Context: an optimization exercise on an open-source flow, tuned for small area, a short achievable clock period and few clock cycles per item. The choices shown serve that exercise and are no tape-out recipe. No functional check of the RTL was part of any run shown here. Power and IR drop assume default switching activity.

`design/flow/design.v`:
```
`timescale 1ns / 1ps
`default_nettype none
package rybb_pkg;
  localparam int unsigned BLOCK_SAMPLES_DEF = 64;
  localparam logic [1:0] TOK_NONE   = 2'd0;   
  localparam logic [1:0] TOK_TAKEN  = 2'd1;   
  localparam logic [1:0] TOK_SAMPLE = 2'd2;   
endpackage
`default_nettype wire
`timescale 1ns / 1ps
`default_nettype none
module rybb_conv (
  input  wire logic       clk_i,
  input  wire logic [7:0] r_i,
  input  wire logic [7:0] g_i,
  input  wire logic [7:0] b_i,
  output logic      [7:0] y_o,
  output logic      [7:0] cb_o,
  output logic      [7:0] cr_o
);
  logic [7:0] r0, g0, b0;
  assign r0 = r_i;
  assign g0 = g_i;
  assign b0 = b_i;
  logic [9:0] e_m, e_s, e_c;
  assign e_m = ~{1'b0, g0, 1'b0};
  assign e_s = {2'b0, r0} ^ {2'b0, b0} ^ e_m;
  assign e_c = ({2'b0, r0} & {2'b0, b0}) | ({2'b0, r0} & e_m) | ({2'b0, b0} & e_m);
  logic [7:0] g1;
  logic [8:0] d11, d21;
  logic [9:0] e1;
  always_ff @(posedge clk_i) begin
    g1  <= g0;
    d11 <= {1'b0, r0} - {1'b0, g0};
    d21 <= {1'b0, b0} - {1'b0, g0};
    e1  <= e_s + {e_c[8:0], 1'b1};
  end
  wire ty_0 = e1[0] ^ ~e1[3];
  wire ty_1 = e1[0] & ~e1[3];
  wire ty_2 = e1[1] ^ ~e1[4] ^ e1[6];
  wire ty_3 = (e1[1] & ~e1[4]) | (e1[1] & e1[6]) | (~e1[4] & e1[6]);
  wire ty_4 = e1[2] ^ ~e1[5] ^ e1[7];
  wire ty_5 = (e1[2] & ~e1[5]) | (e1[2] & e1[7]) | (~e1[5] & e1[7]);
  wire ty_6 = e1[3] ^ ~e1[6] ^ e1[8];
  wire ty_7 = (e1[3] & ~e1[6]) | (e1[3] & e1[8]) | (~e1[6] & e1[8]);
  wire ty_8 = e1[4] ^ ~e1[7] ^ ~e1[9];
  wire ty_9 = (e1[4] & ~e1[7]) | (e1[4] & ~e1[9]) | (~e1[7] & ~e1[9]);
  wire ty_10 = d11[4] ^ d11[5];
  wire ty_11 = d11[4] & d11[5];
  wire ty_12 = e1[5] ^ ~e1[8] ^ d11[5];
  wire ty_13 = (e1[5] & ~e1[8]) | (e1[5] & d11[5]) | (~e1[8] & d11[5]);
  wire ty_14 = d11[6] ^ 1'b1;
  wire ty_15 = d11[6] & 1'b1;
  wire ty_16 = e1[6] ^ e1[9] ^ d11[6];
  wire ty_17 = (e1[6] & e1[9]) | (e1[6] & d11[6]) | (e1[9] & d11[6]);
  wire ty_18 = ty_0 ^ e1[5];
  wire ty_19 = ty_0 & e1[5];
  wire ty_20 = ty_2 ^ d11[1] ^ d11[2];
  wire ty_21 = (ty_2 & d11[1]) | (ty_2 & d11[2]) | (d11[1] & d11[2]);
  wire ty_22 = ty_4 ^ d11[2] ^ d11[3];
  wire ty_23 = (ty_4 & d11[2]) | (ty_4 & d11[3]) | (d11[2] & d11[3]);
  wire ty_24 = ty_6 ^ d11[3] ^ d11[4];
  wire ty_25 = (ty_6 & d11[3]) | (ty_6 & d11[4]) | (d11[3] & d11[4]);
  wire ty_26 = ty_8 ^ ty_10 ^ 1'b1;
  wire ty_27 = (ty_8 & ty_10) | (ty_8 & 1'b1) | (ty_10 & 1'b1);
  wire ty_28 = ty_12 ^ ty_14 ^ ty_9;
  wire ty_29 = (ty_12 & ty_14) | (ty_12 & ty_9) | (ty_14 & ty_9);
  wire ty_30 = ty_16 ^ d11[7] ^ ty_13;
  wire ty_31 = (ty_16 & d11[7]) | (ty_16 & ty_13) | (d11[7] & ty_13);
  wire ty_32 = e1[7] ^ d11[7] ^ ~d11[8];
  wire ty_33 = (e1[7] & d11[7]) | (e1[7] & ~d11[8]) | (d11[7] & ~d11[8]);
  wire ty_34 = ~e1[0] ^ e1[2];
  wire ty_35 = ~e1[0] & e1[2];
  wire ty_36 = ~e1[1] ^ e1[3];
  wire ty_37 = ~e1[1] & e1[3];
  wire ty_38 = ~e1[2] ^ e1[4] ^ d11[0];
  wire ty_39 = (~e1[2] & e1[4]) | (~e1[2] & d11[0]) | (e1[4] & d11[0]);
  wire ty_40 = ty_18 ^ d11[0] ^ d11[1];
  wire ty_41 = (ty_18 & d11[0]) | (ty_18 & d11[1]) | (d11[0] & d11[1]);
  wire ty_42 = ty_20 ^ ty_1 ^ ty_19;
  wire ty_43 = (ty_20 & ty_1) | (ty_20 & ty_19) | (ty_1 & ty_19);
  wire ty_44 = ty_22 ^ ty_3 ^ ty_21;
  wire ty_45 = (ty_22 & ty_3) | (ty_22 & ty_21) | (ty_3 & ty_21);
  wire ty_46 = ty_24 ^ ty_5 ^ ty_23;
  wire ty_47 = (ty_24 & ty_5) | (ty_24 & ty_23) | (ty_5 & ty_23);
  wire ty_48 = ty_26 ^ ty_7 ^ ty_25;
  wire ty_49 = (ty_26 & ty_7) | (ty_26 & ty_25) | (ty_7 & ty_25);
  wire ty_50 = ty_28 ^ ty_11 ^ ty_27;
  wire ty_51 = (ty_28 & ty_11) | (ty_28 & ty_27) | (ty_11 & ty_27);
  wire ty_52 = ty_30 ^ ty_15 ^ ty_29;
  wire ty_53 = (ty_30 & ty_15) | (ty_30 & ty_29) | (ty_15 & ty_29);
  wire ty_54 = ty_32 ^ ty_17 ^ ty_31;
  wire ty_55 = (ty_32 & ty_17) | (ty_32 & ty_31) | (ty_17 & ty_31);
  wire ty_56 = e1[8] ^ ~d11[8] ^ ty_33;
  wire ty_57 = (e1[8] & ~d11[8]) | (e1[8] & ty_33) | (~d11[8] & ty_33);
  wire [15:0] ty_a = {1'b1, ~e1[9], ty_56, ty_54, ty_52, ty_50, ty_48, ty_46, ty_44, ty_42, ty_40, ty_38, ty_36, ty_34, e1[1], e1[0]};
  wire [15:0] ty_b = {1'b0, ty_57, ty_55, ty_53, ty_51, ty_49, ty_47, ty_45, ty_43, ty_41, ty_39, ty_37, ty_35, 1'b1, 1'b0, 1'b0};
  wire tb_0 = ~d11[0] ^ ~d11[2];
  wire tb_1 = ~d11[0] & ~d11[2];
  wire tb_2 = ~d11[1] ^ ~d11[3];
  wire tb_3 = ~d11[1] & ~d11[3];
  wire tb_4 = d21[0] ^ ~d11[2] ^ ~d11[4];
  wire tb_5 = (d21[0] & ~d11[2]) | (d21[0] & ~d11[4]) | (~d11[2] & ~d11[4]);
  wire tb_6 = d21[1] ^ ~d11[3] ^ ~d11[5];
  wire tb_7 = (d21[1] & ~d11[3]) | (d21[1] & ~d11[5]) | (~d11[3] & ~d11[5]);
  wire tb_8 = ~d11[7] ^ d11[8];
  wire tb_9 = ~d11[7] & d11[8];
  wire tb_10 = d21[2] ^ ~d11[4] ^ ~d11[6];
  wire tb_11 = (d21[2] & ~d11[4]) | (d21[2] & ~d11[6]) | (~d11[4] & ~d11[6]);
  wire tb_12 = d21[3] ^ ~d11[5];
  wire tb_13 = d21[3] & ~d11[5];
  wire tb_14 = ~d11[0] ^ ~d11[2];
  wire tb_15 = ~d11[0] & ~d11[2];
  wire tb_16 = ~d11[1] ^ ~d11[3];
  wire tb_17 = ~d11[1] & ~d11[3];
  wire tb_18 = tb_0 ^ ~d11[4] ^ ~d11[5];
  wire tb_19 = (tb_0 & ~d11[4]) | (tb_0 & ~d11[5]) | (~d11[4] & ~d11[5]);
  wire tb_20 = tb_2 ^ ~d11[5] ^ ~d11[6];
  wire tb_21 = (tb_2 & ~d11[5]) | (tb_2 & ~d11[6]) | (~d11[5] & ~d11[6]);
  wire tb_22 = tb_4 ^ ~d11[6] ^ ~d11[7];
  wire tb_23 = (tb_4 & ~d11[6]) | (tb_4 & ~d11[7]) | (~d11[6] & ~d11[7]);
  wire tb_24 = tb_6 ^ tb_8 ^ 1'b1;
  wire tb_25 = (tb_6 & tb_8) | (tb_6 & 1'b1) | (tb_8 & 1'b1);
  wire tb_26 = tb_10 ^ d11[8] ^ tb_7;
  wire tb_27 = (tb_10 & d11[8]) | (tb_10 & tb_7) | (d11[8] & tb_7);
  wire tb_28 = tb_12 ^ ~d11[7] ^ 1'b1;
  wire tb_29 = (tb_12 & ~d11[7]) | (tb_12 & 1'b1) | (~d11[7] & 1'b1);
  wire tb_30 = d21[4] ^ ~d11[6] ^ d11[8];
  wire tb_31 = (d21[4] & ~d11[6]) | (d21[4] & d11[8]) | (~d11[6] & d11[8]);
  wire tb_32 = d21[5] ^ ~d11[7];
  wire tb_33 = d21[5] & ~d11[7];
  wire tb_34 = ~d11[0] ^ ~d11[1];
  wire tb_35 = ~d11[0] & ~d11[1];
  wire tb_36 = ~d11[1] ^ ~d11[2];
  wire tb_37 = ~d11[1] & ~d11[2];
  wire tb_38 = tb_14 ^ ~d11[3] ^ 1'b1;
  wire tb_39 = (tb_14 & ~d11[3]) | (tb_14 & 1'b1) | (~d11[3] & 1'b1);
  wire tb_40 = tb_16 ^ ~d11[4] ^ tb_15;
  wire tb_41 = (tb_16 & ~d11[4]) | (tb_16 & tb_15) | (~d11[4] & tb_15);
  wire tb_42 = tb_18 ^ 1'b1 ^ tb_17;
  wire tb_43 = (tb_18 & 1'b1) | (tb_18 & tb_17) | (1'b1 & tb_17);
  wire tb_44 = tb_20 ^ tb_1 ^ tb_19;
  wire tb_45 = (tb_20 & tb_1) | (tb_20 & tb_19) | (tb_1 & tb_19);
  wire tb_46 = tb_22 ^ tb_3 ^ tb_21;
  wire tb_47 = (tb_22 & tb_3) | (tb_22 & tb_21) | (tb_3 & tb_21);
  wire tb_48 = tb_24 ^ tb_5 ^ tb_23;
  wire tb_49 = (tb_24 & tb_5) | (tb_24 & tb_23) | (tb_5 & tb_23);
  wire tb_50 = tb_26 ^ tb_9 ^ tb_25;
  wire tb_51 = (tb_26 & tb_9) | (tb_26 & tb_25) | (tb_9 & tb_25);
  wire tb_52 = tb_28 ^ tb_11 ^ tb_27;
  wire tb_53 = (tb_28 & tb_11) | (tb_28 & tb_27) | (tb_11 & tb_27);
  wire tb_54 = tb_30 ^ tb_13 ^ tb_29;
  wire tb_55 = (tb_30 & tb_13) | (tb_30 & tb_29) | (tb_13 & tb_29);
  wire tb_56 = tb_32 ^ 1'b1 ^ tb_31;
  wire tb_57 = (tb_32 & 1'b1) | (tb_32 & tb_31) | (1'b1 & tb_31);
  wire tb_58 = d21[6] ^ d11[8] ^ tb_33;
  wire tb_59 = (d21[6] & d11[8]) | (d21[6] & tb_33) | (d11[8] & tb_33);
  wire tb_60 = d21[7] ^ 1'b1;
  wire tb_61 = d21[7] & 1'b1;
  wire [15:0] tb_a = {~d21[8], tb_60, tb_58, tb_56, tb_54, tb_52, tb_50, tb_48, tb_46, tb_44, tb_42, tb_40, tb_38, tb_36, tb_34, ~d11[0]};
  wire [15:0] tb_b = {tb_61, tb_59, tb_57, tb_55, tb_53, tb_51, tb_49, tb_47, tb_45, tb_43, tb_41, tb_39, tb_37, tb_35, 1'b1, 1'b1};
  wire tr_0 = d11[1] ^ ~d21[4];
  wire tr_1 = d11[1] & ~d21[4];
  wire tr_2 = d11[2] ^ ~d21[5];
  wire tr_3 = d11[2] & ~d21[5];
  wire tr_4 = ~d21[0] ^ ~d21[2];
  wire tr_5 = ~d21[0] & ~d21[2];
  wire tr_6 = ~d21[1] ^ ~d21[3];
  wire tr_7 = ~d21[1] & ~d21[3];
  wire tr_8 = ~d21[2] ^ ~d21[4];
  wire tr_9 = ~d21[2] & ~d21[4];
  wire tr_10 = d11[0] ^ ~d21[3] ^ ~d21[5];
  wire tr_11 = (d11[0] & ~d21[3]) | (d11[0] & ~d21[5]) | (~d21[3] & ~d21[5]);
  wire tr_12 = tr_0 ^ ~d21[6] ^ d21[8];
  wire tr_13 = (tr_0 & ~d21[6]) | (tr_0 & d21[8]) | (~d21[6] & d21[8]);
  wire tr_14 = tr_2 ^ ~d21[7] ^ 1'b1;
  wire tr_15 = (tr_2 & ~d21[7]) | (tr_2 & 1'b1) | (~d21[7] & 1'b1);
  wire tr_16 = d11[3] ^ ~d21[6] ^ d21[8];
  wire tr_17 = (d11[3] & ~d21[6]) | (d11[3] & d21[8]) | (~d21[6] & d21[8]);
  wire tr_18 = d11[4] ^ ~d21[7];
  wire tr_19 = d11[4] & ~d21[7];
  wire tr_20 = ~d21[0] ^ ~d21[2];
  wire tr_21 = ~d21[0] & ~d21[2];
  wire tr_22 = ~d21[1] ^ ~d21[3];
  wire tr_23 = ~d21[1] & ~d21[3];
  wire tr_24 = tr_4 ^ ~d21[4] ^ 1'b1;
  wire tr_25 = (tr_4 & ~d21[4]) | (tr_4 & 1'b1) | (~d21[4] & 1'b1);
  wire tr_26 = tr_6 ^ ~d21[5] ^ tr_5;
  wire tr_27 = (tr_6 & ~d21[5]) | (tr_6 & tr_5) | (~d21[5] & tr_5);
  wire tr_28 = tr_8 ^ ~d21[6] ^ tr_7;
  wire tr_29 = (tr_8 & ~d21[6]) | (tr_8 & tr_7) | (~d21[6] & tr_7);
  wire tr_30 = tr_10 ^ ~d21[7] ^ tr_9;
  wire tr_31 = (tr_10 & ~d21[7]) | (tr_10 & tr_9) | (~d21[7] & tr_9);
  wire tr_32 = tr_12 ^ 1'b1 ^ tr_11;
  wire tr_33 = (tr_12 & 1'b1) | (tr_12 & tr_11) | (1'b1 & tr_11);
  wire tr_34 = tr_14 ^ tr_1 ^ tr_13;
  wire tr_35 = (tr_14 & tr_1) | (tr_14 & tr_13) | (tr_1 & tr_13);
  wire tr_36 = tr_16 ^ tr_3 ^ tr_15;
  wire tr_37 = (tr_16 & tr_3) | (tr_16 & tr_15) | (tr_3 & tr_15);
  wire tr_38 = tr_18 ^ 1'b1 ^ tr_17;
  wire tr_39 = (tr_18 & 1'b1) | (tr_18 & tr_17) | (1'b1 & tr_17);
  wire tr_40 = d11[5] ^ d21[8] ^ tr_19;
  wire tr_41 = (d11[5] & d21[8]) | (d11[5] & tr_19) | (d21[8] & tr_19);
  wire tr_42 = d11[6] ^ 1'b1;
  wire tr_43 = d11[6] & 1'b1;
  wire tr_44 = d11[7] ^ 1'b1;
  wire tr_45 = d11[7] & 1'b1;
  wire [15:0] tr_a = {~d11[8], tr_44, tr_42, tr_40, tr_38, tr_36, tr_34, tr_32, tr_30, tr_28, tr_26, tr_24, tr_22, tr_20, ~d21[1], ~d21[0]};
  wire [15:0] tr_b = {tr_45, tr_43, tr_41, tr_39, tr_37, tr_35, tr_33, tr_31, tr_29, tr_27, tr_25, tr_23, tr_21, 1'b1, 1'b0, 1'b1};
  function automatic logic [2:0] lo_gp(input logic [7:0] a, input logic [7:0] b);
    logic [7:0] g, p;
    logic lo, hi;
    g  = a & b;
    p  = a | b;
    lo = g[3] | (p[3] & g[2]) | (p[3] & p[2] & g[1]) | (p[3] & p[2] & p[1] & g[0]);
    hi = g[7] | (p[7] & g[6]) | (p[7] & p[6] & g[5]) | (p[7] & p[6] & p[5] & g[4]);
    lo_gp = {hi, &p[7:4], lo};
  endfunction
  logic [7:0] g2, ya2, yb2, ba2, bb2, ra2, rb2;
  logic [2:0] ygp2, bgp2, rgp2;
  always_ff @(posedge clk_i) begin
    g2   <= g1;
    ya2  <= ty_a[15:8];
    yb2  <= ty_b[15:8];
    ygp2 <= lo_gp(ty_a[7:0], ty_b[7:0]);
    ba2  <= tb_a[15:8];
    bb2  <= tb_b[15:8];
    bgp2 <= lo_gp(tb_a[7:0], tb_b[7:0]);
    ra2  <= tr_a[15:8];
    rb2  <= tr_b[15:8];
    rgp2 <= lo_gp(tr_a[7:0], tr_b[7:0]);
  end
  logic yc, bc, rc;
  assign yc = ygp2[2] | (ygp2[1] & ygp2[0]);
  assign bc = bgp2[2] | (bgp2[1] & bgp2[0]);
  assign rc = rgp2[2] | (rgp2[1] & rgp2[0]);
  always_ff @(posedge clk_i) begin
    y_o  <= g2 + ya2 + yb2 + {7'b0, yc};
    cb_o <= ba2 + bb2 + {7'b0, bc};
    cr_o <= ra2 + rb2 + {7'b0, rc};
  end
endmodule
`default_nettype wire
`timescale 1ns / 1ps
`default_nettype none
module rgb_to_ycbcr_block_builder_unit (
  input  wire logic              clk_i,
  input  wire logic              rst_ni,
  input  wire logic              in_vld_i,
  output logic                   in_stall_o,
  input  wire logic              kind_i,
  input  wire logic [7:0]        red_i,
  input  wire logic [7:0]        green_i,
  input  wire logic [7:0]        blue_i,
  output logic                   out_vld_o,
  input  wire logic              out_stall_i,
  output logic                   pixel_taken_o,
  output logic                   sample_valid_o,
  output logic signed [8:0]      sample_o,
  output logic        [1:0]      block_type_o,
  output logic        [5:0]      element_index_o,
  output logic                   last_of_block_o
);
  localparam int unsigned FD = 8;      
  localparam int unsigned FW = 3;      
  localparam int unsigned TQ = 3;      
  localparam logic [1:0] T_NONE   = rybb_pkg::TOK_NONE;
  localparam logic [1:0] T_TAKEN  = rybb_pkg::TOK_TAKEN;
  localparam logic [1:0] T_SAMPLE = rybb_pkg::TOK_SAMPLE;
  logic       stall_q;
  logic       pend_q;
  logic [7:0] cnt_q;
  logic [5:0] wph_q;      
  logic       accept, take_px, take_pl;
  logic [1:0] tok;
  assign accept  = in_vld_i && !stall_q;
  assign take_px = accept && !kind_i && !pend_q;
  assign take_pl = accept &&  kind_i &&  pend_q;
  assign tok     = take_px ? T_TAKEN : take_pl ? T_SAMPLE : T_NONE;
  logic cnt_last_px, cnt_last_pl;
  assign cnt_last_px = (cnt_q[5:0] == 6'd63);
  assign cnt_last_pl = (cnt_q == 8'd191);
  logic       pend_d;
  logic [7:0] cnt_d, cnt_inc;
  assign cnt_inc = cnt_q + 8'd1;
  always_comb begin
    pend_d = pend_q;
    cnt_d  = cnt_q;
    if (take_px) begin
      pend_d = cnt_last_px;
      cnt_d  = cnt_last_px ? 8'd0 : cnt_inc;
    end else if (take_pl) begin
      pend_d = !cnt_last_pl;
      cnt_d  = cnt_last_pl ? 8'd0 : cnt_inc;
    end
  end
  always_ff @(posedge clk_i or negedge rst_ni) begin
    if (!rst_ni) begin
      pend_q <= 1'b0;
      cnt_q  <= '0;
    end else begin
      pend_q <= pend_d;
      cnt_q  <= cnt_d;
    end
  end
  always_ff @(posedge clk_i) begin
    wph_q <= take_px ? 6'd0 : wph_q + 6'd1;
  end
  logic [7:0]  y_c, cb_c, cr_c;
  logic [23:0] ring_q [64];
  rybb_conv u_conv (
    .clk_i (clk_i),
    .r_i   (ring_q[0][23:16]),
    .g_i   (ring_q[0][15:8]),
    .b_i   (ring_q[0][7:0]),
    .y_o   (y_c),
    .cb_o  (cb_c),
    .cr_o  (cr_c)
  );
  logic [3:0] wr_q;      
  logic [3:0] wlast_q;   
  always_ff @(posedge clk_i or negedge rst_ni) begin
    if (!rst_ni) begin
      wr_q <= '0;
    end else begin
      wr_q <= {wr_q[2:0], take_px};
    end
  end
  always_ff @(posedge clk_i) begin
    wlast_q <= {wlast_q[2:0], cnt_last_px};
  end
  always_ff @(posedge clk_i) begin
    ring_q[0] <= take_px ? {red_i, green_i, blue_i} : ring_q[63];
    for (int i = 1; i < 64; i++) ring_q[i] <= ring_q[i-1];
    ring_q[4] <= wr_q[3] ? {cr_c, cb_c, y_c} : ring_q[3];
  end
  logic          rd_act_q;    
  logic [5:0]    pos_q;       
  logic [7:0]    rn_q;        
  logic [FD-1:0] fth_q;
  logic          rd, fpop;
  logic [23:0]   tap;
  logic [7:0]    rd_byte;
  assign rd  = rd_act_q && (pos_q[2:0] == 3'd3) && !fth_q[FD-1];
  assign tap = ring_q[{pos_q[5:3], 3'd3}];
  always_comb begin
    unique case (rn_q[7:6])
      2'd0:    rd_byte = tap[7:0];
      2'd1:    rd_byte = tap[15:8];
      default: rd_byte = tap[23:16];
    endcase
  end
  logic rd_act_d;
  always_comb begin
    rd_act_d = rd_act_q;
    if (wr_q[3] && wlast_q[3])       rd_act_d = 1'b1;
    else if (rd && rn_q == 8'd191)   rd_act_d = 1'b0;
  end
  always_ff @(posedge clk_i or negedge rst_ni) begin
    if (!rst_ni) rd_act_q <= 1'b0;
    else         rd_act_q <= rd_act_d;
  end
  always_ff @(posedge clk_i) begin
    if (wr_q[3] && wlast_q[3]) begin
      pos_q <= 6'd3;
      rn_q  <= '0;
    end else if (rd) begin
      rn_q  <= rn_q + 8'd1;
    end else begin
      pos_q <= pos_q + 6'd1;
    end
  end
  logic [7:0]    fifo_q [FD];
  logic [FW-1:0] fwp_q, frp_q;
  always_ff @(posedge clk_i) begin
    if (rd) fifo_q[fwp_q] <= rd_byte;
  end
  always_ff @(posedge clk_i or negedge rst_ni) begin
    if (!rst_ni) begin
      fwp_q <= '0;
      frp_q <= '0;
      fth_q <= '0;
    end else begin
      if (rd)   fwp_q <= fwp_q + 1'b1;
      if (fpop) frp_q <= frp_q + 1'b1;
      if (rd && !fpop)      fth_q <= {fth_q[FD-2:0], 1'b1};
      else if (fpop && !rd) fth_q <= {1'b0, fth_q[FD-1:1]};
    end
  end
  logic [1:0] tq_cls_q [TQ];
  logic [7:0] tq_cnt_q [TQ];
  logic [2:0] tq_v_q;           
  logic [1:0] tcls_q;           
  logic       acc_q;            
  logic [1:0] tok_q;            
  logic       open, tok_avail, consume;
  logic [1:0] head_cls;
  logic       h0, h1;
  assign h0       = (tq_cnt_q[0] == 8'd0);
  assign h1       = (tq_cnt_q[0] == 8'd1);
  assign head_cls = tq_cls_q[0];
  assign tok_avail = tq_v_q[0] && !h0 && ((head_cls != T_SAMPLE) || fth_q[0]);
  assign open      = !out_v_q || !out_stall_i;
  assign consume   = open && tok_avail;
  assign fpop      = consume && (head_cls == T_SAMPLE);
  always_ff @(posedge clk_i or negedge rst_ni) begin
    if (!rst_ni) begin
      acc_q <= 1'b0;
      tok_q <= T_NONE;
    end else begin
      acc_q <= accept;
      tok_q <= tok;
    end
  end
  logic extend, push_new;
  assign extend   = acc_q && tq_v_q[0] && (tcls_q == tok_q) && (tok_q != T_NONE);
  assign push_new = acc_q && !extend;
  typedef struct packed {
    logic       retire;
    logic [2:0] v;
    logic [2:0] slot;
    logic [2:0] inc;
  } tq_step_t;
  function automatic tq_step_t tq_step(input logic ext, input logic pnew, input logic cons,
                                       input logic [2:0] v, input logic hz, input logic ho);
    tq_step_t st;
    logic [2:0] v_s;
    st.inc    = {3{ext}} & (v & ~{1'b0, v[2:1]});
    st.retire = v[0] && !st.inc[0] && (hz || (ho && cons)) && (v[1] || pnew);
    v_s       = st.retire ? {1'b0, v[2:1]} : v;
    st.slot   = {3{pnew}} & (~v_s & {v_s[1:0], 1'b1});
    st.v      = v_s | st.slot;
    tq_step = st;
  endfunction
  tq_step_t st_c0, st_c1, st;
  assign st_c0 = tq_step(extend, push_new, 1'b0, tq_v_q, h0, h1);
  assign st_c1 = tq_step(extend, push_new, 1'b1, tq_v_q, h0, h1);
  assign st    = consume ? st_c1 : st_c0;
  logic [7:0] cnt_g [TQ];
  logic [7:0] cnt0_p, cnt0_m;
  assign cnt0_p = tq_cnt_q[0] + 8'd1;
  assign cnt0_m = tq_cnt_q[0] - 8'd1;
  always_comb begin
    for (int i = 0; i < TQ; i++) cnt_g[i] = st.inc[i] ? tq_cnt_q[i] + 8'd1 : tq_cnt_q[i];
    if (consume) cnt_g[0] = st.inc[0] ? tq_cnt_q[0] : cnt0_m;
    else         cnt_g[0] = st.inc[0] ? cnt0_p : tq_cnt_q[0];
  end
  logic [1:0] tq_cls_d [TQ];
  logic [7:0] tq_cnt_d [TQ];
  always_comb begin
    for (int i = 0; i < TQ; i++) begin
      if (st.retire && (i < TQ - 1)) begin
        tq_cls_d[i] = tq_cls_q[i+1];
        tq_cnt_d[i] = cnt_g[i+1];
      end else begin
        tq_cls_d[i] = tq_cls_q[i];
        tq_cnt_d[i] = cnt_g[i];
      end
      if (st.slot[i]) begin
        tq_cls_d[i] = tok_q;
        tq_cnt_d[i] = 8'd1;
      end
    end
  end
  always_ff @(posedge clk_i) begin
    for (int i = 0; i < TQ; i++) begin
      tq_cls_q[i] <= tq_cls_d[i];
      tq_cnt_q[i] <= tq_cnt_d[i];
    end
  end
  always_ff @(posedge clk_i or negedge rst_ni) begin
    if (!rst_ni) begin
      tq_v_q <= '0;
      tcls_q <= T_NONE;
    end else begin
      tq_v_q <= st.v;
      if (push_new) tcls_q <= tok_q;
    end
  end
  logic [1:0] tcls_n;      
  logic       px_new, pl_new;
  assign tcls_n = push_new ? tok_q : tcls_q;
  assign px_new = pend_q  || !((tq_v_q[0] || acc_q) && (tcls_n == T_TAKEN));
  assign pl_new = !pend_q || !((tq_v_q[0] || acc_q) && (tcls_n == T_SAMPLE));
  function automatic logic tq_full(input logic [2:0] v, input logic pnow, input logic pnext);
    tq_full = v[2] || (v[1] && (pnow || pnext)) || (v[0] && pnow && pnext);
  endfunction
  logic st_none, st_pix, st_pull;
  always_comb begin
    st_none = tq_full(tq_v_q, push_new, 1'b0) ||
              (!pend_q && rd_act_d) ||
              (!pend_q && (cnt_q[5:0] != 6'd0) && (wph_q != 6'd63));
    st_pix  = tq_full(tq_v_q, push_new, px_new) ||
              (!pend_q && !cnt_last_px && rd_act_d);
    st_pull = tq_full(tq_v_q, push_new, pl_new) ||
              (pend_q ? (cnt_last_pl && rd_act_d)
                      : (rd_act_d || ((cnt_q[5:0] != 6'd0) && (wph_q != 6'd63))));
  end
  always_ff @(posedge clk_i) begin
    stall_q <= !accept ? st_none : kind_i ? st_pull : st_pix;
  end
  logic       out_v_q;
  logic [7:0] ocnt_q;
  logic       taken_q, sval_q, last_q;
  logic [8:0] smp_q;
  logic [1:0] btype_q;
  logic [5:0] eidx_q;
  logic [7:0] fhead;
  logic       is_smp;
  assign fhead  = fifo_q[frp_q];
  assign is_smp = (head_cls == T_SAMPLE);
  always_ff @(posedge clk_i or negedge rst_ni) begin
    if (!rst_ni) begin
      out_v_q <= 1'b0;
      ocnt_q  <= '0;
    end else begin
      if (open) out_v_q <= tok_avail;
      if (fpop) ocnt_q <= (ocnt_q == 8'd191) ? 8'd0 : ocnt_q + 8'd1;
    end
  end
  always_ff @(posedge clk_i) begin
    if (open) begin
      taken_q <= (head_cls == T_TAKEN);
      sval_q  <= is_smp;
      smp_q   <= is_smp ? {(ocnt_q[7:6] != 2'd0) && fhead[7], fhead} : 9'd0;
      btype_q <= is_smp ? ocnt_q[7:6] : 2'd0;
      eidx_q  <= is_smp ? ocnt_q[5:0] : 6'd0;
      last_q  <= is_smp && (ocnt_q[5:0] == 6'd63);
    end
  end
  assign in_stall_o      = stall_q;
  assign out_vld_o       = out_v_q;
  assign pixel_taken_o   = taken_q;
  assign sample_valid_o  = sval_q;
  assign sample_o        = smp_q;
  assign block_type_o    = btype_q;
  assign element_index_o = eidx_q;
  assign last_of_block_o = last_q;
endmodule
`default_nettype wire
```
`design/flow/run.sh`:
```
#!/bin/bash
# synth_recipe.tcl (not shown) runs the flow's synth.tcl, then flattens the netlist and writes it again
# the make line also repeats each setting of config.mk as NAME=value (left out here)
make -C /OpenROAD-flow-scripts/flow DESIGN_CONFIG=/design/flow/config.mk WORK_HOME=/design/flow/orfs CLKGATE_MAP_FILE= SYNTH_SCRIPT=/design/flow/synth_recipe.tcl finish
```
`design/flow/config.mk`:
```
export PLATFORM = sky130hd
export DESIGN_NAME = rgb_to_ycbcr_block_builder_unit
export DESIGN_NICKNAME = rgb_to_ycbcr_block_builder_unit
export VERILOG_FILES = /design/flow/design.v
export SDC_FILE = /design/flow/constraint.sdc
export NUM_CORES = 4
export LEC_CHECK = 0
export CAP_MARGIN = 20
export CORE_MARGIN = 2
export CORE_UTILIZATION = 65
export CTS_CLUSTER_DIAMETER = 100
export CTS_CLUSTER_SIZE = 30
export SETUP_SLACK_MARGIN = 4.4
export SLEW_MARGIN = 20
```
`design/flow/constraint.sdc`:
```
create_clock -name core_clock -period 7.0 [get_ports {clk_i}]
set_input_delay 1.4000 -clock core_clock [delete_from_list [all_inputs] [get_ports {clk_i}]]
set_output_delay 1.4000 -clock core_clock [all_outputs]
set_load 0.01 [all_outputs]
```
==> run notes, run 1 <==
status timing/DRC/antenna clean; Net Count, Synth 3229; drt pass-1 iters 4; slew of the pin with the lowest slew margin 990.3 ps; MaxCap Viol Count 0; Avg Cell Area, Syn 15.51 µm²; Crit path largest cell delay 430 ps; Setup CP Type reg -> out; layout cells sized above 1 10.36%; most frequent cells in the layout dfxtp_1 (1674), inv_1 (167), nor2_1 (105); # rows 98; Crit Path Max Fanout 1; Iteration-0 DRC Markers 946; Yosys cell types 80; routed wire length 75980 µm; Worst Path Buf+Inv 1; total power 20.00 mW; IO Pins 51; CTS tree built; commonest non-fill, non-tap cell in the layout dfxtp_1; CTS clk-pin slew, worst paths 110 ps; Mapped Area 47180 µm²; largest family of logic cells by synthesized area adder cells; WL per Instance 18.50 µm; Skew-Pair Late Insertion Delay 660 ps; Synth Area in Compound Gates 3.368%; largest net degree at the start of global routing 50; Max VDD drop 314.1 µV; final std cells w/o fill 4107; gr ovfl total 0; DIE AREA 74760 µm²; post-synthesis xor/xnor area fraction 1.554%; Clock Path Buffers 3; Initial Utilization 65.78%; EDFF count, synth 90; synthesized instance count 3042; clock tree sinks 1826; Required @ worst endpoint 5600 ps; Die Wd 273.4 µm; cts hold-fix bufs 0; kind of end point of the critical path output port; Placed Instances 4000; pwr/cell area 391.4 nW/µm²; commonest register cell after synthesis dfxtp_1; antenna violation net count after detailed routing 0; number of global-route vias before repair 21280; post-synthesis simple-gate area fraction 3.625%; FMAX 376.5 MHz; Synth warnings 14; DR DRC count 0; async set-reset flop share out of synthesis 2.410%; Worst Path Arrival 1260 ps; final setup margin 4344 ps; crit path cell chain buf_2; RSZ-0062 raised after global routing true; detailed placer's ending HPWL 50810 µm; final setup TNS 0 ps; slowest stage cell, crit path edfxtp_1; type of the worst min-delay path reg -> reg; vias per cell 4.981; Worst setup SP type flip-flop; Post-Synth Adder-Cell Area 5.415%; H-tree Lvls 3; Die Y-Extent 273.4 µm; Final min period 2656 ps; Tot GR Track Use 20.82%; period utilisation layout 37.94%; Slew headroom 33.98%; nets 3324; hold slack 323.0 ps; multiplexer share of the synthesized area 4.299%; Yosys reg bits 1826; IO buf count 50; crit-path leading delay family flip-flops; Core Region 71730 µm²; Hold Vio Cnt, Final 0; GPL Wtd Cong 0.8073; Vias 20459; DP Worst Slack 2911 ps; Layout Area Growth over Synthesis 8.287%; final setup vio count 0; Static Leak 20.64 nW; CTS Root Buffer Type clkbuf_16; first-pass GRT wire length 118300 µm; initial antenna violation count 0; max-slew violation count 0; Worst Skew 28.74 ps; post-synthesis sequential area ratio 79.85%; total CTS buffers 70
state kept, by name, summed over array words and instances (netlist names), 8 cells and up:
name	flops
fth_q	8
u_conv.d21	9
cnt_q	8
tq_cnt_q	24
u_conv.bb2	8
u_conv.cr_o	8
u_conv.cb_o	8
u_conv.d11	9
u_conv.rb2	8
smp_q	9
u_conv.y_o	8
ring_q	1522
ocnt_q	8
u_conv.e1	10
u_conv.ra2	8
fifo_q	64
rn_q	8
u_conv.ba2	8
path summary, 6_finish.rpt:
kind,start,endpoint,slack (ps),cells past startpoint
setup / recovery,smp_q[4],sample_o[4],4340,1
hold / removal,ring_q[14][23],ring_q[15][23],320,0
setup reg to reg,u_conv.d11[0],u_conv.bgp2[2],4440,11
hold reg to reg,ring_q[14][23],ring_q[15][23],320,0
max in group asynchronous,rst_ni,frp_q[0],5830,1
min in group asynchronous,rst_ni,tcls_q[1],740,1
cells in the mapped netlist, drive strengths merged (15+ instances only):
library cell,count,share of area (%)
nand3,23,0.24
xnor2,52,0.98
a211oi,19,0.31
xor2,30,0.57
nor3,21,0.22
edfxtp,90,5.7
and2,15,0.21
o21ai,52,0.57
mux2i,38,0.81
buf,27,0.30
nand2,97,0.77
clkbuf,27,0.22
nor2b,27,0.36
nor2,109,0.88
ha,89,2.4
fa,69,2.9
inv,172,1.4
a21oi,75,0.82
dfrtp,44,2.3
mux4,40,1.9
dfxtp,1692,72
a21o,16,0.25
nand2b,16,0.21
mux2,66,1.6
per-stage QoR:
step                instance area (µm²)  util, %
finish                            51090    71.23
global route                      51090    71.22
CTS                               50920    70.98
detailed placement                48790    68.02
global placement                  48790    68.02
floorplan                         47260        -
where the power goes:
part | internal, mW | total, mW | switching [mW] | leakage, nW
sequential | 11.7 | 12.3 | 0.561 | 15.2
combinational | 1.28 | 2.87 | 1.59 | 4.50
clock | 1.90 | 4.82 | 2.92 | 0.948
cell families after synthesis:
| kind of cell | Yosys count |
|---|---|
| AND/OR/NAND/NOR | 356 |
| multiplexers | 144 |
| flip-flops | 1826 |
| buffers and inverters | 226 |
| AO/OA/AOI/OAI | 244 |
| adder cells (fa/ha/maj) | 164 |
| XOR/XNOR | 82 |
repair_timing:
item                                    in CTS  in global routing
pin swaps                                    5                 16
gates resized for setup                    148                 29
setup buffers                                9                  3
hold endpoints to repair                     0                  0
cloned                                       2                  1
endpoints found under the setup margin     147                142
routing by layer:
metal / part of all wire (%) / vias up / GRT usage [%]
li1: - / 10051 / -
met1: 48 / 10028 / 29.11
met2: 47 / 266 / 34.61
met3: 2.8 / 114 / 2.605
met4: 2.4 / 0 / 5.810
met5: 0 / - / 0
layout make-up:
cell class / instances / area, µm²
Sequential cell: 1826 / 37730
Fill cell: 4691 / 20640
Multi-Input combinational cell: 993 / 8926
Clock buffer: 83 / 1821
Tap cell: 950 / 1189
Inverter: 172 / 656.9
Timing Repair Buffer: 74 / 630.6
Clock inverter: 7 / 137.6
Antenna cell: 2 / 5.005
==> run 2, diff against run 1 <==
--- a/design/flow/config.mk
+++ b/design/flow/config.mk
@@ -10,5 +10,6 @@
 export CORE_UTILIZATION = 65
 export CTS_CLUSTER_DIAMETER = 100
 export CTS_CLUSTER_SIZE = 30
+export GPL_TIMING_DRIVEN = 1
 export SETUP_SLACK_MARGIN = 4.4
 export SLEW_MARGIN = 20
==> run 2 against run 1 <==
Still clean. Synthesized cell count stayed put. Die area unchanged. Register-to-register slack about the same. Routed wire length unchanged. Global-route usage unchanged. Critical path depth unchanged. Final area did not move. Sequential cell count unchanged. Critical path type unchanged. Highest routed layer unchanged.
==> run notes, run 2 <==
Core Region 71730 µm² (unchanged); Die Wd 273.4 µm (unchanged); cell taking the most area after synthesis dfxtp_1 (unchanged); synthesized instance count 3042 (unchanged); Clock Path Buffers 3 (unchanged); Setup CP Type reg -> out (unchanged); nets 3324 (unchanged); CTS Root Buffer Type clkbuf_16 (unchanged); cts hold-fix bufs 0 (unchanged); slew of the pin with the lowest slew margin 990.3 ps (unchanged); Yosys reg bits 1826 (unchanged); crit-path leading delay family flip-flops (unchanged); WL per Instance 18.50 µm (unchanged); vias per cell 4.981 (unchanged); CTS tree built (unchanged); Synth area leaders dfxtp_1 (72%), edfxtp_1 (5.7%), fa_1 (2.9%) (unchanged); Layout fillers 4691 (unchanged); post-synthesis simple-gate area fraction 3.625% (unchanged); first-pass GRT wire length 118300 µm (unchanged); Iteration-0 DRC Markers 946 (unchanged); Static Leak 20.64 nW (unchanged); total CTS buffers 70 (unchanged); Synth warnings 14 (unchanged); pwr/cell area 391.4 nW/µm² (unchanged); Required @ worst endpoint 5600 ps (about the same); antenna violation net count after detailed routing 0 (unchanged); Initial Utilization 65.78% (unchanged); worst r2r src u_conv.d11[0] (unchanged); final setup TNS 0 ps (unchanged); Hold Vio Cnt, Final 0 (unchanged); detailed placer's ending HPWL 50810 µm (unchanged); largest net degree at the start of global routing 50 (unchanged); post-synth top area share 71.79% (unchanged); period utilisation layout 37.94% (unchanged); async set-reset flop share out of synthesis 2.410% (unchanged); FMAX 376.5 MHz (unchanged); Avg Cell Area, Syn 15.51 µm² (unchanged); area of the multi-input gates 8926 µm² (unchanged); post-synthesis sequential area ratio 79.85% (unchanged); Max VDD drop 314.1 µV (unchanged); EDFF count, synth 90 (unchanged); Commonest cells post-synth dfxtp_1 (1692), inv_1 (170), nor2_1 (107), nand2_1 (97), edfxtp_1 (90) (unchanged); Crit Path Max Fanout 1 (unchanged); status timing/DRC/antenna clean (unchanged); largest family of logic cells by synthesized area adder cells (unchanged); Tot GR Track Use 20.82% (unchanged); most frequent cells in the layout dfxtp_1 (1674), inv_1 (167), nor2_1 (105) (unchanged); kind of end point of the critical path output port (unchanged); max-slew violation count 0 (unchanged); Worst Path Arrival 1260 ps (about the same); Die Y-Extent 273.4 µm (unchanged); Final min period 2656 ps (unchanged); clock tree sinks 1826 (unchanged); Crit path largest cell delay 430 ps (about the same); most frequent cell after synthesis dfxtp_1 (unchanged); hold slack 323.0 ps (unchanged); HP Start ring_q[14][23] (unchanged); gr ovfl total 0 (unchanged); number of global-route vias before repair 21280 (unchanged); Post-Synth Adder-Cell Area 5.415% (unchanged); Layout Area Growth over Synthesis 8.287% (unchanged); Yosys cell types 80 (unchanged); max reg flops 1522 (unchanged); DIE AREA 74760 µm² (unchanged); biggest regs ring_q (1522), fifo_q (64), tq_cnt_q (24) (unchanged); multiplexer share of the synthesized area 4.299% (unchanged); FF+latch area 37730 µm² (unchanged); DR DRC count 0 (unchanged); IO buf count 50 (unchanged); # rows 98 (unchanged); type of the worst min-delay path reg -> reg (unchanged); slowest stage cell, crit path edfxtp_1 (unchanged); Reg with most FFs ring_q (unchanged); Setup crit start smp_q[4] (unchanged); Worst Path Buf+Inv 1 (unchanged); CTS clk-pin slew, worst paths 110 ps (about the same); drt pass-1 iters 4 (unchanged); Mapped Area 47180 µm² (unchanged); final setup vio count 0 (unchanged); H-tree Lvls 3 (unchanged); RSZ-0062 raised after global routing true (unchanged); Slew headroom 33.98% (unchanged); GPL Wtd Cong 0.8073 (unchanged); IO Pins 51 (unchanged); crit path cell chain buf_2 (unchanged); initial antenna violation count 0 (unchanged); routed wire length 75980 µm (unchanged); MaxCap Viol Count 0 (unchanged); Worst Skew 28.74 ps (unchanged); commonest non-fill, non-tap cell in the layout dfxtp_1 (unchanged); Synth Area in Compound Gates 3.368% (unchanged); layout cells sized above 1 10.36% (unchanged); Worst setup SP type flip-flop (unchanged); commonest register cell after synthesis dfxtp_1 (unchanged); Net Count, Synth 3229 (unchanged); post-synthesis xor/xnor area fraction 1.554% (unchanged); Vias 20459 (unchanged); Skew-Pair Late Insertion Delay 660 ps (about the same)
[run 2: cell counts after synthesis]
No cell type changed its count.
[run 2: what timing repair did]
| item | CTS | global route |
|---|---|---|
| cloned | 2 | 1 |
| setup buffers | 9 | 3 |
| pin swaps | 5 | 16 |
| resized for setup | 148 | 29 |
| setup endpoints to repair | 147 | 142 |
[run 2: routing by layer]
metal | routed length [µm] | share of wire [%] | track usage, % | vias up
met5 | 0 | 0 | 0 | -
met4 | 1808 | 2.4 | 5.810 | 0
met3 | 2152 | 2.8 | 2.605 | 114
met2 | 35500 | 47 | 34.61 | 266
met1 | 36510 | 48 | 29.11 | 10028
li1 | - | - | - | 10051
[run 2: stage by stage]
stage / setup WS (ps) / std cells / utilization [%] / area [µm²] / total power, mW
4_1_cts: 4280 / 4101 / 70.98 / 50920 / 20.09
3_5_place_dp: 2911 / 4000 / 68.02 / 48790 / 15.28
6_report: 4344 / 4107 / 71.23 / 51090 / 20.00
3_3_place_gp: 2948 / 4000 / 68.02 / 48790 / 15.13
5_1_grt: 4287 / 4105 / 71.22 / 51090 / 21.02
2_1_floorplan: 4395 / 3042 / - / 47260 / 14.29
[run 2: cell families (layout without fill, tap and decap cells)]
family,after synthesis,after routing
AO/OA/AOI/OAI,244,245
other,0,2
AND/OR/NAND/NOR,356,358
flip-flops,1826,1826
buffers and inverters,226,336
XOR/XNOR,82,82
adder cells (fa/ha/maj),164,164
multiplexers,144,144
[run 2: layout make-up]
| class | count | area share [%] |
|---|---|---|
| diodes | 2 | 0.009796 |
| clock buffers | 83 | 3.563 |
| clock inverters | 7 | 0.2694 |
| inverters | 172 | 1.286 |
| multi-input cells | 993 | 17.47 |
| flip-flops and latches | 1826 | 73.84 |
| well taps | 950 | 2.326 |
| repair buffers | 74 | 1.234 |
[run 2: power breakdown]
group | internal, mW | leakage, nW | total (mW) | switching [mW]
Combinational | 1.28 | 4.50 | 2.87 | 1.59
Sequential | 11.7 | 15.2 | 12.3 | 0.561
Clock | 1.90 | 0.948 | 4.82 | 2.92
Total | 14.9 | 20.6 | 20.0 | 5.07
[run 2: path summary, 6_finish.rpt]
kind | endpoint | slack (ps) | cells after the start
max | sample_o[4] | 4340 | 1
min in group asynchronous | tcls_q[1] | 740 | 1
min | ring_q[15][23] | 320 | 0
max in group asynchronous | frp_q[0] | 5830 | 1
max reg2reg | u_conv.bgp2[2] | 4440 | 11
min reg2reg | ring_q[15][23] | 320 | 0
==> run 3, diff against run 2 <==
--- a/design/flow/config.mk
+++ b/design/flow/config.mk
@@ -7,9 +7,8 @@
 export LEC_CHECK = 0
 export CAP_MARGIN = 20
 export CORE_MARGIN = 2
-export CORE_UTILIZATION = 65
+export CORE_UTILIZATION = 60
 export CTS_CLUSTER_DIAMETER = 100
 export CTS_CLUSTER_SIZE = 30
-export GPL_TIMING_DRIVEN = 1
 export SETUP_SLACK_MARGIN = 4.4
 export SLEW_MARGIN = 20
==> run 3 against run 2 <==
Setup slack improved by 11 ps. Core utilization down 5.0 points. Via count up 0.78%. Non-clock buffer count increased by 17. Count of clock-buffer cells in the layout shrank 1. Maximum frequency is 0.42% higher. Highest routed layer unchanged.
==> run notes, run 3 <==
status timing/DRC/antenna clean (unchanged); detailed placer's ending HPWL 50780 µm (was 50810 µm); Vias 20618 (was 20459); DP Worst Slack 2826 ps (was 2911 ps); Skew-Pair Late Insertion Delay 660 ps (about the same); largest net degree at the start of global routing 45 (was 50); Worst Path Buf+Inv 1 (unchanged); slew of the pin with the lowest slew margin 914.2 ps (was 990.3 ps); Net Switching 5.122 mW (was 5.072 mW); cell taking the most area after synthesis dfxtp_1 (unchanged); kind of end point of the critical path output port (unchanged); cts hold-fix bufs 0 (unchanged); Die Y-Extent 284.4 µm (was 273.4 µm); Synth area leaders dfxtp_1 (72%), edfxtp_1 (5.7%), fa_1 (2.9%) (unchanged); DRT met1 WL 37070 µm (was 36510 µm); async set-reset flop share out of synthesis 2.410% (unchanged); WL met2 36840 µm (was 35500 µm); FMAX 378.1 MHz (was 376.5 MHz); Synth Area in Compound Gates 3.368% (unchanged); Net Count, Synth 3229 (unchanged); period utilisation layout 37.78% (was 37.94%); Post-Synth Adder-Cell Area 5.415% (unchanged); # rows 102 (was 98); H-tree Lvls 3 (unchanged); routed wl met3 2022 µm (was 2152 µm); Die Wd 284.4 µm (was 273.4 µm); Initial Utilization 60.81% (was 65.78%); post-synthesis sequential area ratio 79.85% (unchanged); CTS tree built (unchanged); Required @ worst endpoint 5600 ps (about the same); Crit path largest cell delay 430 ps (about the same); Worst setup SP type flip-flop (unchanged); Slew headroom 38.83% (was 33.98%); total CTS buffers 71 (was 70); Sw Ratio 25.47% (was 25.36%); Tot GR Track Use 19.40% (was 20.82%); uppermost routed layer met4 (unchanged); Logic pwr share 14.5% (was 14.4%); Synth warnings 14 (unchanged); pwr/cell area 391.5 nW/µm² (was 391.4 nW/µm²); final setup TNS 0 ps (unchanged); Clk pwr share 24.4% (was 24.1%); DIE AREA 80890 µm² (was 74760 µm²); Reg with most FFs ring_q (unchanged); Final min period 2645 ps (was 2656 ps); most frequent cell after synthesis dfxtp_1 (unchanged); post-synthesis xor/xnor area fraction 1.554% (unchanged); final setup vio count 0 (unchanged); commonest register cell after synthesis dfxtp_1 (unchanged); Clock Path Buffers 3 (unchanged); Static Leak 20.75 nW (was 20.64 nW); Worst Skew 27.29 ps (was 28.74 ps); Layout Area Growth over Synthesis 8.868% (was 8.287%); crit path cell chain buf_2 (unchanged); IO buf count 50 (unchanged); initial antenna violation count 1 (was 0); largest family of logic cells by synthesized area adder cells (unchanged); CTS clk-pin slew, worst paths 110 ps (about the same); post-synthesis simple-gate area fraction 3.625% (unchanged); GPL Wtd Cong 0.8300 (was 0.8073); final instance area 51370 µm² (was 51090 µm²); Setup CP Type reg -> out (unchanged); total power 20.11 mW (was 20.00 mW); Hold Vio Cnt, Final 0 (unchanged); cell-internal power 14.99 mW (was 14.93 mW); Commonest cells post-synth dfxtp_1 (1692), inv_1 (170), nor2_1 (107), nand2_1 (97), edfxtp_1 (90) (unchanged); max-slew violation count 0 (unchanged); Core Region 77590 µm² (was 71730 µm²); clock tree sinks 1826 (unchanged); Max VDD drop 371.8 µV (was 314.1 µV); vias per cell 4.892 (was 4.981); DP Area 48900 µm² (was 48790 µm²); antenna violation net count after detailed routing 0 (unchanged); drt pass-1 iters 5 (was 4); CTS Root Buffer Type clkbuf_16 (unchanged); first-pass GRT wire length 120800 µm (was 118300 µm); final setup margin 4355 ps (was 4344 ps); Iteration-0 DRC Markers 980 (was 946); post-synth top area share 71.79% (unchanged); multiplexer share of the synthesized area 4.299% (unchanged); type of the worst min-delay path reg -> reg (unchanged); Crit Path Max Fanout 1 (unchanged); nets 3341 (was 3324); DR DRC count 0 (unchanged); most frequent cells in the layout dfxtp_1 (1671), inv_1 (164), nor2_1 (104) (was dfxtp_1 (1674), inv_1 (167), nor2_1 (105)); Worst Path Arrival 1240 ps (was 1260 ps); layout cells sized above 1 11.09% (was 10.36%); routed wire length 77550 µm (was 75980 µm); slowest stage cell, crit path edfxtp_1 (unchanged); hold slack 320.9 ps (was 323.0 ps); IO Pins 51 (unchanged); Mapped Area 47180 µm² (unchanged); max reg flops 1522 (unchanged); EDFF count, synth 90 (unchanged); RSZ-0062 raised after global routing true (unchanged); WL per Instance 18.40 µm (was 18.50 µm); Avg Cell Area, Syn 15.51 µm² (unchanged); Yosys reg bits 1826 (unchanged); MaxCap Viol Count 0 (unchanged); number of global-route vias before repair 21296 (was 21280); synthesized instance count 3042 (unchanged); biggest regs ring_q (1522), fifo_q (64), tq_cnt_q (24) (unchanged); commonest non-fill, non-tap cell in the layout dfxtp_1 (unchanged); gr ovfl total 0 (unchanged); Sequential Power Share 61.1% (was 61.5%); Yosys cell types 80 (unchanged); crit-path leading delay family flip-flops (unchanged)
[run 3: area by class of cell]
cell class                      count  area (µm²)
Clock inverter                     11       148.9
Inverter                          172       659.4
Multi-Input combinational cell    992        8894
Fill cell                        5528       26230
Clock buffer                       82        1839
Antenna cell                        1       2.502
Timing Repair Buffer               91       789.5
Tap cell                         1040        1301
Sequential cell                  1826       37730
[run 3: power by group through the flow]
| stage | registers, mW | clock network, mW | logic [mW] |
|---|---|---|---|
| 5_1_grt | 12.4 | 5.40 | 3.34 |
| 6_report | 12.3 | 4.90 | 2.93 |
| 4_1_cts | 12.3 | 5.02 | 2.88 |
| 3_3_place_gp | 12.5 | 0 | 2.69 |
| 3_5_place_dp | 12.5 | 0 | 2.77 |
| 2_1_floorplan | 12.3 | 0 | 2.01 |
[run 3: logic make-up (layout without fill, tap and decap cells)]
logic type               count (synthesis)  after routing
multiplexers                           144            144
AND/OR/NAND/NOR                        356            357
buffers and inverters                  226            356
adder cells (fa/ha/maj)                164            164
XOR/XNOR                                82             82
flip-flops                            1826           1826
other                                    0              1
AO/OA/AOI/OAI                          244            245
[run 3: through the flow]
step                      utilization (%)  instances
after CTS                           65.91       4200
after floorplan                         -       3042
final                               66.20       4215
after global placement              63.03       4090
after global routing                66.19       4214
after detailed placement            63.03       4090
[run 3: metal layers]
| metal | track usage [%] | vias up |
|---|---|---|
| met3 | 2.544 | 96 |
| met1 | 27.17 | 10193 |
| met4 | 5.105 | 0 |
| met5 | 0 | - |
| met2 | 32.15 | 236 |
| li1 | - | 10093 |
[run 3: final timing paths]
kind | from | to | slack, ps | cells after the start
setup / recovery | smp_q[5] | sample_o[5] | 4360 | 1
hold / removal | ring_q[62][23] | ring_q[63][23] | 320 | 0
setup reg to reg | u_conv.d11[4] | u_conv.bgp2[1] | 4450 | 8
hold reg to reg | ring_q[62][23] | ring_q[63][23] | 320 | 0
max in group asynchronous | rst_ni | frp_q[0] | 5790 | 1
min in group asynchronous | rst_ni | cnt_q[1] | 760 | 1
[run 3: timing repair]
action                                 4_1_cts  5_1_grt
setup buffers                               16       13
pin swaps                                    9       17
setup endpoints to repair                  178      127
gates resized for setup                    150       37
endpoints found under the hold margin        0        0
cloned                                       1        1
==> run 4, diff against run 3 <==
--- a/design/flow/config.mk
+++ b/design/flow/config.mk
@@ -7,7 +7,7 @@
 export LEC_CHECK = 0
 export CAP_MARGIN = 20
 export CORE_MARGIN = 2
-export CORE_UTILIZATION = 60
+export CORE_UTILIZATION = 70
 export CTS_CLUSTER_DIAMETER = 100
 export CTS_CLUSTER_SIZE = 30
 export SETUP_SLACK_MARGIN = 4.4
==> run 4 against run 3 <==
Count of clock-buffer cells in the layout up 4. Sequential share of layout area grew 0.37 points. Final cell count shrank 4.0%. Combinational power about the same. Largest cell class unchanged. Area after synthesis unchanged. Sequential cell count unchanged. Via count rose by 0.91%. Hold slack got worse by 12 ps. Global-route usage increased by 4.0 points.
==> run notes, run 4 <==
Yosys cell types 80 (unchanged); most frequent cells in the layout dfxtp_1 (1670), inv_1 (163), nor2_1 (101) (was dfxtp_1 (1671), inv_1 (164), nor2_1 (104)); kind of end point of the critical path output port (unchanged); crit-path leading delay family flip-flops (unchanged); detailed placer's ending HPWL 52760 µm (was 50780 µm); Reg with most FFs ring_q (unchanged); grt met3 use 2.834% (was 2.544%); GR Util met2 39.55% (was 32.15%); WHS Path Cells 0 (unchanged); slew of the pin with the lowest slew margin 921.1 ps (was 914.2 ps); CTS clk-pin slew, worst paths 110 ps (about the same); Iteration-0 DRC Markers 1273 (was 980); async set-reset flop share out of synthesis 2.410% (unchanged); Avg Cell Area, Syn 15.51 µm² (unchanged); final setup TNS 0 ps (unchanged); gr ovfl total 0 (unchanged); first-pass GRT wire length 123400 µm (was 120800 µm); cell taking the most area after synthesis dfxtp_1 (unchanged); IO buf count 50 (unchanged); routed wire length 80620 µm (was 77550 µm); Setup CP Type reg -> out (unchanged); GPL Wtd Cong 0.8341 (was 0.8300); biggest regs ring_q (1522), fifo_q (64), tq_cnt_q (24) (unchanged); total CTS buffers 71 (unchanged); drt pass-1 iters 5 (unchanged); initial antenna violation count 2 (was 1); Final min period 2607 ps (was 2645 ps); nets 3341 (unchanged); max-slew violation count 0 (unchanged); WL per Instance 19.93 µm (was 18.40 µm); Tot GR Track Use 23.40% (was 19.40%); most frequent cell after synthesis dfxtp_1 (unchanged); Mapped Area 47180 µm² (unchanged); grt met1 use 32.12% (was 27.17%); crit path cell chain buf_2 (unchanged); layout cells sized above 1 10.97% (was 11.09%); Synth area leaders dfxtp_1 (72%), edfxtp_1 (5.7%), fa_1 (2.9%) (unchanged); IO Pins 51 (unchanged); clock tree sinks 1826 (unchanged); synthesized instance count 3042 (unchanged); commonest non-fill, non-tap cell in the layout dfxtp_1 (unchanged); final setup vio count 0 (unchanged); largest net degree at the start of global routing 45 (unchanged); Max VDD drop 395.2 µV (was 371.8 µV); commonest register cell after synthesis dfxtp_1 (unchanged); H-tree Lvls 3 (unchanged); Worst Path Arrival 1210 ps (was 1240 ps); Clock Path Buffers 3 (unchanged); Skew-Pair Late Insertion Delay 650 ps (was 660 ps); Vias 20805 (was 20618); Commonest cells post-synth dfxtp_1 (1692), inv_1 (170), nor2_1 (107), nand2_1 (97), edfxtp_1 (90) (unchanged); Layout Area Growth over Synthesis 8.330% (was 8.868%); vias per cell 5.142 (was 4.892); Synth warnings 14 (unchanged); Slew headroom 38.60% (was 38.83%); number of global-route vias before repair 21675 (was 21296); Static Leak 20.73 nW (was 20.75 nW); Die Y-Extent 263.6 µm (was 284.4 µm); CTS Root Buffer Type clkbuf_16 (unchanged); # rows 95 (was 102); Worst setup SP type flip-flop (unchanged); antenna violation net count after detailed routing 0 (unchanged); Worst Path Buf+Inv 1 (unchanged); Core Region 66920 µm² (was 77590 µm²); Required @ worst endpoint 5600 ps (about the same); final std cells w/o fill 4046 (was 4215); Placed Instances 3924 (was 4090); Yosys reg bits 1826 (unchanged); pwr/cell area 394.4 nW/µm² (was 391.5 nW/µm²); EDFF count, synth 90 (unchanged); Die Wd 263.6 µm (was 284.4 µm); Worst R2R Path Depth 5 (was 8); RSZ-0062 raised after global routing true (unchanged); Crit path largest cell delay 410 ps (was 430 ps); CTS tree built (unchanged); post-synthesis sequential area ratio 79.85% (unchanged); post-synth top area share 71.79% (unchanged); Hold Vio Cnt, Final 0 (unchanged); GRT Max-Usage Layer met2 (unchanged); Worst path depth 1 (unchanged); status timing/DRC/antenna clean (unchanged); max reg flops 1522 (unchanged); DIE AREA 69500 µm² (was 80890 µm²); type of the worst min-delay path reg -> reg (unchanged); Net Count, Synth 3229 (unchanged); period utilisation layout 37.25% (was 37.78%); DR DRC count 0 (unchanged); Crit Path Max Fanout 1 (unchanged); Initial Utilization 70.50% (was 60.81%); slowest stage cell, crit path edfxtp_1 (unchanged); FMAX 383.5 MHz (was 378.1 MHz); Worst Skew 26.24 ps (was 27.29 ps); MaxCap Viol Count 0 (unchanged)
==> run 4: repair_timing <==
item                                    in CTS  in global routing
endpoints found under the setup margin     165                129
gates cloned                                 1                  1
endpoints found under the hold margin        0                  0
hold buffers                                 0                  0
setup buffers                               12                 16
resized for setup                          141                 46
pin swaps                                    8                 14
==> run 4: kinds of logic after synthesis <==
family / share of synthesized area [%]
XOR/XNOR: 1.554
multiplexers: 4.299
AND/OR/NAND/NOR: 3.625
adder cells (fa/ha/maj): 5.415
buffers and inverters: 1.885
flip-flops: 79.85
AO/OA/AOI/OAI: 3.368
==> run 4: cell type report <==
| class | instances | area, µm² |
|---|---|---|
| clock inverters | 5 | 72.57 |
| flip-flops and latches | 1826 | 37730 |
| inverters | 172 | 663.1 |
| well taps | 873 | 1092 |
| clock buffers | 86 | 1897 |
| fillers | 3876 | 15810 |
| diodes | 1 | 2.502 |
| repair buffers | 92 | 790.8 |
| multi-input cells | 991 | 8859 |
==> run 4: metal layers <==
layer  routed length (µm)  part of all wire, %
met1                36800                   46
met2                39230                   49
met3                 2406                  3.0
met4                 2185                  2.7
met5                    0                    0
==> run 4: power by group <==
part | internal [mW] | switching [mW] | leakage, nW
Sequential | 11.8 | 0.576 | 15.2
Clock | 1.96 | 2.94 | 0.958
Combinational | 1.29 | 1.64 | 4.58
==> run 4: path summary, 6_finish.rpt <==
kind / startpoint / endpoint / slack, ps
setup / recovery: smp_q[3] / sample_o[3] / 4390
hold / removal: ring_q[34][9] / ring_q[35][9] / 310
setup reg to reg: pos_q[3] / fifo_q[7][3] / 4400
hold reg to reg: ring_q[34][9] / ring_q[35][9] / 310
max in group asynchronous: rst_ni / wr_q[0] / 5800
min in group asynchronous: rst_ni / cnt_q[4] / 760
==> run 4: per-stage QoR <==
step                total power, mW  setup slack (ps)  utilization (%)  hold WS [ps]  cell area [µm²]
finish                        20.16              4393            76.38         308.6            51110
floorplan                     14.29              4395                -         309.6            47260
detailed placement            15.31              3307            72.78         312.1            48700
global placement              15.16              3374            72.78         309.7            48700
CTS                           20.18              4353            75.97         315.1            50840
global route                  21.06              4336            76.37         307.3            51110
==> run 5, diff against run 4 <==
--- a/design/flow/config.mk
+++ b/design/flow/config.mk
@@ -7,8 +7,8 @@
 export LEC_CHECK = 0
 export CAP_MARGIN = 20
 export CORE_MARGIN = 2
-export CORE_UTILIZATION = 70
+export CORE_UTILIZATION = 65
 export CTS_CLUSTER_DIAMETER = 100
-export CTS_CLUSTER_SIZE = 30
+export CTS_CLUSTER_SIZE = 28
 export SETUP_SLACK_MARGIN = 4.4
 export SLEW_MARGIN = 20
==> run 5 against run 4 <==
Total power barely moved. Sequential power barely moved. Count of clock-buffer cells in the layout rose by 3. Clock power rose by 1%. Critical path depth did not move. Core utilization fell by 5.0 points. Highest routed layer unchanged. Global-route usage fell by 2.5 points. Sequential share of layout area fell by 0.16 points. Sequential cell count did not move.
==> run notes, run 5 <==
status timing/DRC/antenna clean (unchanged); detailed placer's ending HPWL 50810 µm (was 52760 µm); routed wire length 75850 µm (was 80620 µm); Slew headroom 33.36% (was 38.60%); Net Count, Synth 3229 (unchanged); Iteration-0 DRC Markers 1033 (was 1273); commonest register cell after synthesis dfxtp_1 (unchanged); Die Wd 273.4 µm (was 263.6 µm); Clock Path Buffers 3 (unchanged); final std cells w/o fill 4114 (was 4046); DR DRC count 0 (unchanged); Skew-Pair Late Insertion Delay 650 ps (about the same); Yosys cell types 80 (unchanged); number of global-route vias before repair 21301 (was 21675); biggest regs ring_q (1522), fifo_q (64), tq_cnt_q (24) (unchanged); DIE AREA 74760 µm² (was 69500 µm²); Logic pwr share 14.4% (was 14.6%); Worst setup SP type flip-flop (unchanged); IO Pins 51 (unchanged); drt pass-1 iters 5 (unchanged); Placed Instances 4000 (was 3924); initial antenna violation count 2 (unchanged); Finished Core Util 71.41% (was 76.38%); Die Y-Extent 273.4 µm (was 263.6 µm); Setup CP Type reg -> out (unchanged); Yosys reg bits 1826 (unchanged); Worst Skew 25.51 ps (was 26.24 ps); Crit path largest cell delay 430 ps (was 410 ps); RSZ-0062 raised after global routing true (unchanged); largest net degree at the start of global routing 50 (was 45); kind of end point of the critical path output port (unchanged); max-slew violation count 0 (unchanged); CTS clk-pin slew, worst paths 110 ps (about the same); GPL Wtd Cong 0.8073 (was 0.8341); Synth warnings 14 (unchanged); IO buf count 50 (unchanged); Reg with most FFs ring_q (unchanged); cell-internal power 15.10 mW (was 15.01 mW); layout cells sized above 1 10.81% (was 10.97%); post-synth top area share 71.79% (unchanged); post-synthesis sequential area ratio 79.85% (unchanged); MaxCap Viol Count 0 (unchanged); total CTS buffers 75 (was 71); Hold Vio Cnt, Final 0 (unchanged); type of the worst min-delay path reg -> reg (unchanged); clock tree sinks 1826 (unchanged); WL per Instance 18.44 µm (was 19.93 µm); Clk pwr share 24.6% (was 24.3%); FMAX 379.0 MHz (was 383.5 MHz); synthesized instance count 3042 (unchanged); Sw Ratio 25.16% (was 25.57%); cell taking the most area after synthesis dfxtp_1 (unchanged); commonest non-fill, non-tap cell in the layout dfxtp_1 (unchanged); slew of the pin with the lowest slew margin 999.6 ps (was 921.1 ps); Layout Area Growth over Synthesis 8.568% (was 8.330%); CTS Root Buffer Type clkbuf_16 (unchanged); Layout fillers 4690 (was 3876); # rows 98 (was 95); final setup vio count 0 (unchanged); Tot GR Track Use 20.85% (was 23.40%); H-tree Lvls 3 (unchanged); EDFF count, synth 90 (unchanged); gr ovfl total 0 (unchanged); async set-reset flop share out of synthesis 2.410% (unchanged); CTS tree built (unchanged); max reg flops 1522 (unchanged); most frequent cell after synthesis dfxtp_1 (unchanged); Sequential Power Share 61.0% (was 61.1%); Worst Path Buf+Inv 1 (unchanged); antenna violation net count after detailed routing 0 (unchanged); Commonest cells post-synth dfxtp_1 (1692), inv_1 (170), nor2_1 (107), nand2_1 (97), edfxtp_1 (90) (unchanged); Worst Path Arrival 1240 ps (was 1210 ps); most frequent cells in the layout dfxtp_1 (1670), inv_1 (165), nor2_1 (105) (was dfxtp_1 (1670), inv_1 (163), nor2_1 (101)); crit-path leading delay family flip-flops (unchanged); Final min period 2638 ps (was 2607 ps); pwr/cell area 393.9 nW/µm² (was 394.4 nW/µm²); Required @ worst endpoint 5600 ps (about the same); Diodes inserted 0 (was 1); Mapped Area 47180 µm² (unchanged); crit path cell chain buf_2 (unchanged); final setup TNS 0 ps (unchanged); Static Leak 20.71 nW (was 20.73 nW); Max VDD drop 312.1 µV (was 395.2 µV); period utilisation layout 37.69% (was 37.25%); final instance area 51220 µm² (was 51110 µm²); vias per cell 5.013 (was 5.142); slowest stage cell, crit path edfxtp_1 (unchanged); Initial Utilization 65.78% (was 70.50%); total power 20.18 mW (was 20.16 mW); Core Region 71730 µm² (was 66920 µm²); Synth area leaders dfxtp_1 (72%), edfxtp_1 (5.7%), fa_1 (2.9%) (unchanged); Avg Cell Area, Syn 15.51 µm² (unchanged); Crit Path Max Fanout 1 (unchanged); first-pass GRT wire length 118500 µm (was 123400 µm); Net Switching 5.078 mW (was 5.155 mW); nets 3332 (was 3341); DP Area 48790 µm² (was 48700 µm²); Vias 20625 (was 20805)
## run 5: cell counts after synthesis
No cell type changed its count.
## run 5: final timing paths
| check | from | to | slack [ps] | cells after the start |
|---|---|---|---|---|
| min in group asynchronous | rst_ni | cnt_q[2] | 760 | 1 |
| max in group asynchronous | rst_ni | wr_q[3] | 5810 | 1 |
| worst max register to register | u_conv.d11[2] | u_conv.bgp2[1] | 4450 | 8 |
| worst min register to register | ring_q[5][21] | ring_q[6][21] | 320 | 0 |
| worst max-delay path | smp_q[4] | sample_o[4] | 4360 | 1 |
| worst min-delay path | ring_q[5][21] | ring_q[6][21] | 320 | 0 |
## run 5: kinds of logic (layout without fill, tap and decap cells)
| family | count (synthesis) | count (layout) | synth area share [%] |
|---|---|---|---|
| DFF | 1826 | 1826 | 79.85 |
| and+or+nand+nor | 356 | 356 | 3.625 |
| AOI/OAI and AO/OA | 244 | 245 | 3.368 |
| buffers and inverters | 226 | 347 | 1.885 |
| adders and majority gates | 164 | 164 | 5.415 |
| muxes | 144 | 144 | 4.299 |
| xor gates and xnor gates | 82 | 82 | 1.554 |
## run 5: stage by stage
| stage | worst slack [ps] | hold slack [ps] |
|---|---|---|
| 6_report | 4362 | 319.6 |
| 3_5_place_dp | 2911 | 312.1 |
| 2_1_floorplan | 4395 | 309.6 |
| 3_3_place_gp | 2948 | 309.7 |
| 4_1_cts | 4301 | 320.2 |
| 5_1_grt | 4300 | 328.3 |
## run 5: power by group through the flow
stage	clock network [mW]	registers [mW]	logic, mW
after floorplan	0	12.3	2.01
after detailed placement	0	12.5	2.73
after global placement	0	12.5	2.63
after CTS	5.08	12.3	2.84
final	4.96	12.3	2.91
after global routing	5.44	12.4	3.33
## run 5: repair_timing
| action | 4_1_cts | 5_1_grt |
|---|---|---|
| buffers inserted | 8 | 9 |
| resized for setup | 151 | 37 |
| cloned | 1 | 0 |
| hold buffers | 0 | 0 |
| pin swaps | 9 | 15 |
| setup endpoints to repair | 148 | 107 |
## run 5: layer usage
| layer | vias up | global-route usage, % | wire, µm | part of all wire (%) |
|---|---|---|---|---|
| li1 | 10074 | - | - | - |
| met1 | 10128 | 29.13 | 35820 | 47 |
| met2 | 325 | 34.92 | 36220 | 48 |
| met3 | 98 | 2.921 | 2293 | 3.0 |
| met4 | 0 | 4.861 | 1517 | 2.0 |
| met5 | - | 0 | 0 | 0 |
## run 5: area by class of cell
class | instances | area, µm² | area share, %
Sequential cell | 1826 | 37730 | 73.66
Clock buffer | 89 | 1951 | 3.808
Timing Repair Buffer | 79 | 661.9 | 1.292
Clock inverter | 7 | 112.6 | 0.2198
Inverter | 172 | 661.9 | 1.292
Tap cell | 950 | 1189 | 2.320
Multi-Input combinational cell | 991 | 8915 | 17.40
## run 5: worst register-to-register path: stages, from the launching register on
cell and delay [ps]:
dfxtp_4 390, inv_2 60, fa_1 500, inv_1 60
fa_1 530, inv_1 60, fa_1 530, nor2b_2 70
a2111oi_4 260

Re-timed with assumed drivers on the ports (clkbuf_16 on the clock, buf_2 on other inputs), run 5 has 4.292 ns of setup slack against 4.362 ns with ideal ports, and 3.821 ns once port delays also move by the mid clock arrival of 0.707 ns.
